This is an optimization exercise on Yosys and OpenROAD, whose aim is small area and few clock cycles per item, not a production implementation.
In this exercise RTL edits were held to simulation tests only and were not proved equivalent to the original.
Power figures rest on the tool's default switching activity, not on a simulated workload.

==> flow/design.v (excerpt) <==
module cnn_pool_layer (
    input  wire logic                       clk,
    input  wire logic                       rst,
    input  wire logic                       fm_wr_en,
    input  wire logic [3-1:0]  fm_wr_row,
    input  wire logic [3-1:0]  fm_wr_col,
    input  wire logic [64-1:0]    fm_wr_data,   
    input  wire logic                       start_req,
    input  wire logic [5-1:0]      start_cfg,    
    output logic                            start_ack,
    output logic                            layer_ready,
    output logic                            out_req,
    input  wire logic                       out_ack,
    output logic [68-1:0]        out_data      
);
Size in the first run: ~13,000 cells after synthesis, roughly 4,200 flip-flops, ~150 I/O pins, ~160,000 sq um of cells after synthesis.
==> module pool_lane, before the edit <==
module pool_lane (
    input  wire logic                        relu_en,
    input  wire logic [16-1:0]      win_tl,      
    input  wire logic [16-1:0]      win_tr,      
    input  wire logic [16-1:0]      win_bl,      
    input  wire logic [16-1:0]      win_br,      
    output logic [16-1:0]           res_value
);
    logic [16-1:0] top;
    logic [16-1:0] bot;
    logic [16-1:0] win_max;
    function automatic logic [16-1:0] fp16_max(input logic [16-1:0] a,
                                                        input logic [16-1:0] b);
        logic [16-2:0] a_mag;      
        logic [16-2:0] b_mag;
        logic a_sign;
        logic b_sign;
        logic b_wins;
        a_mag  = a[16-2:0];
        b_mag  = b[16-2:0];
        a_sign = a[16-1];
        b_sign = b[16-1];
        if (a_mag == '0 && b_mag == '0)
            b_wins = 1'b0;                  
        else if (a_sign != b_sign)
            b_wins = a_sign;                
        else if (a_sign)
            b_wins = b_mag < a_mag;         
        else
            b_wins = b_mag > a_mag;
        fp16_max = b_wins ? b : a;
    endfunction
    assign top     = fp16_max(win_tl, win_tr);
    assign bot     = fp16_max(win_bl, win_br);
    assign win_max = fp16_max(top, bot);
    assign res_value = (relu_en && win_max[16-1]) ? '0 : win_max;
endmodule
Settings: LEC_CHECK=0, CAP_MARGIN=20, CORE_MARGIN=2, CORE_UTILIZATION=55, CTS_CLUSTER_DIAMETER=80, CTS_CLUSTER_SIZE=26, SLEW_MARGIN=20, SYNTH_HIERARCHICAL=1, SYNTH_MEMORY_MAX_BITS=8192; clock period 8.0 ns.
standard.sh (not shown) runs the stock make flow with config.mk's settings and CLKGATE_MAP_FILE= SYNTH_SCRIPT=/design/flow/synth_recipe.tcl, a recipe that flattens the netlist after the stock synthesis.
==> flow/flow/run.sh <==
#!/bin/bash
set -o pipefail
cp standard.sh standard_sh.txt 2>/dev/null
export CTS_ARGS="-sink_clustering_enable -repair_clock_nets -sink_clustering_size 26 -sink_clustering_max_diameter 80 -dont_use_dummy_load"
bash standard.sh > standard.log 2>&1
Testbench counts at the start, summed over its fixed seeds: cycles 6,895, results 1,136.
Next try:
--- a/flow/design.v
+++ b/flow/design.v
@@ -95,37 +95,36 @@
     input  wire logic [16-1:0]      win_br,      
     output logic [16-1:0]           res_value
 );
     logic [16-1:0] top;
     logic [16-1:0] bot;
     logic [16-1:0] win_max;
-    function automatic logic [16-1:0] fp16_max(input logic [16-1:0] a,
-                                                        input logic [16-1:0] b);
-        logic [16-2:0] a_mag;      
-        logic [16-2:0] b_mag;
-        logic a_sign;
-        logic b_sign;
-        logic b_wins;
-        a_mag  = a[16-2:0];
-        b_mag  = b[16-2:0];
-        a_sign = a[16-1];
-        b_sign = b[16-1];
-        if (a_mag == '0 && b_mag == '0)
-            b_wins = 1'b0;                  
-        else if (a_sign != b_sign)
-            b_wins = a_sign;                
-        else if (a_sign)
-            b_wins = b_mag < a_mag;         
-        else
-            b_wins = b_mag > a_mag;
-        fp16_max = b_wins ? b : a;
-    endfunction
-    assign top     = fp16_max(win_tl, win_tr);
-    assign bot     = fp16_max(win_bl, win_br);
-    assign win_max = fp16_max(top, bot);
+    logic tr_wins;
+    logic br_wins;
+    logic bot_wins;
+    fp16_beats u_top (.a(win_tl), .b(win_tr), .b_wins(tr_wins));
+    fp16_beats u_bot (.a(win_bl), .b(win_br), .b_wins(br_wins));
+    assign top = tr_wins ? win_tr : win_tl;
+    assign bot = br_wins ? win_br : win_bl;
+    fp16_beats u_fin (.a(top), .b(bot), .b_wins(bot_wins));
+    assign win_max = bot_wins ? bot : top;
     assign res_value = (relu_en && win_max[16-1]) ? '0 : win_max;
+endmodule
+module fp16_beats (
+    input  wire logic [16-1:0] a,
+    input  wire logic [16-1:0] b,
+    output logic                        b_wins
+);
+    logic mag_gt;                            
+    logic mag_eq;
+    logic a_zero;
+    assign mag_gt = b[16-2:0] > a[16-2:0];
+    assign mag_eq = b[16-2:0] == a[16-2:0];
+    assign a_zero = a[16-2:0] == '0;
+    assign b_wins = a[16-1] ? (b[16-1] ? (!mag_gt && !mag_eq) : !(mag_eq && a_zero))
+                                     : (!b[16-1] && mag_gt);
 endmodule
 `default_nettype wire
 `default_nettype none
 `timescale 1ns/100ps
 module result_drain (
     input  wire logic                          clk,
Effect:
- utilization barely changes
- clock power barely changes
- via count fell by about 1.3%
- critical path depth fell by 2
- total power fell by 0.54%
- setup slack gets better by 0.43 ns
- global-route usage fell by 0.84 points
- final area fell by about 0.8%
- clock skew fell by 0.020 ns
Testbench counts after the change, summed over its fixed seeds: cycles 6,895, results 1,136.

## static timing again, ports no longer ideal
In the flow no input, the clock included, has a driving cell. The finished layouts below were timed again as built, in two steps. Step 1 (the two cells are an assumption about what drives the block):
set clk [get_ports {clk}]
set_driving_cell -lib_cell sky130_fd_sc_hd__clkbuf_16 $clk
set_driving_cell -lib_cell sky130_fd_sc_hd__buf_2 [delete_from_list [all_inputs] $clk]
Step 2 times the ports against the registers' clock, not the clock port: input delays grow and output delays shrink by t, the midpoint of the rising clock arrivals with the driver on. Slacks: ideal ports / drivers / drivers and shift; pairs: ideal ports / drivers.
run | shift t [ns] | setup slack, ns | worst setup path after step 2
the first run | 1.012 | 0.794 / 0.794 / 0.794 | register to register
the second run | 1.020 | 1.226 / 1.226 / 1.226 | register to register
After both steps every run listed still meets setup and hold.
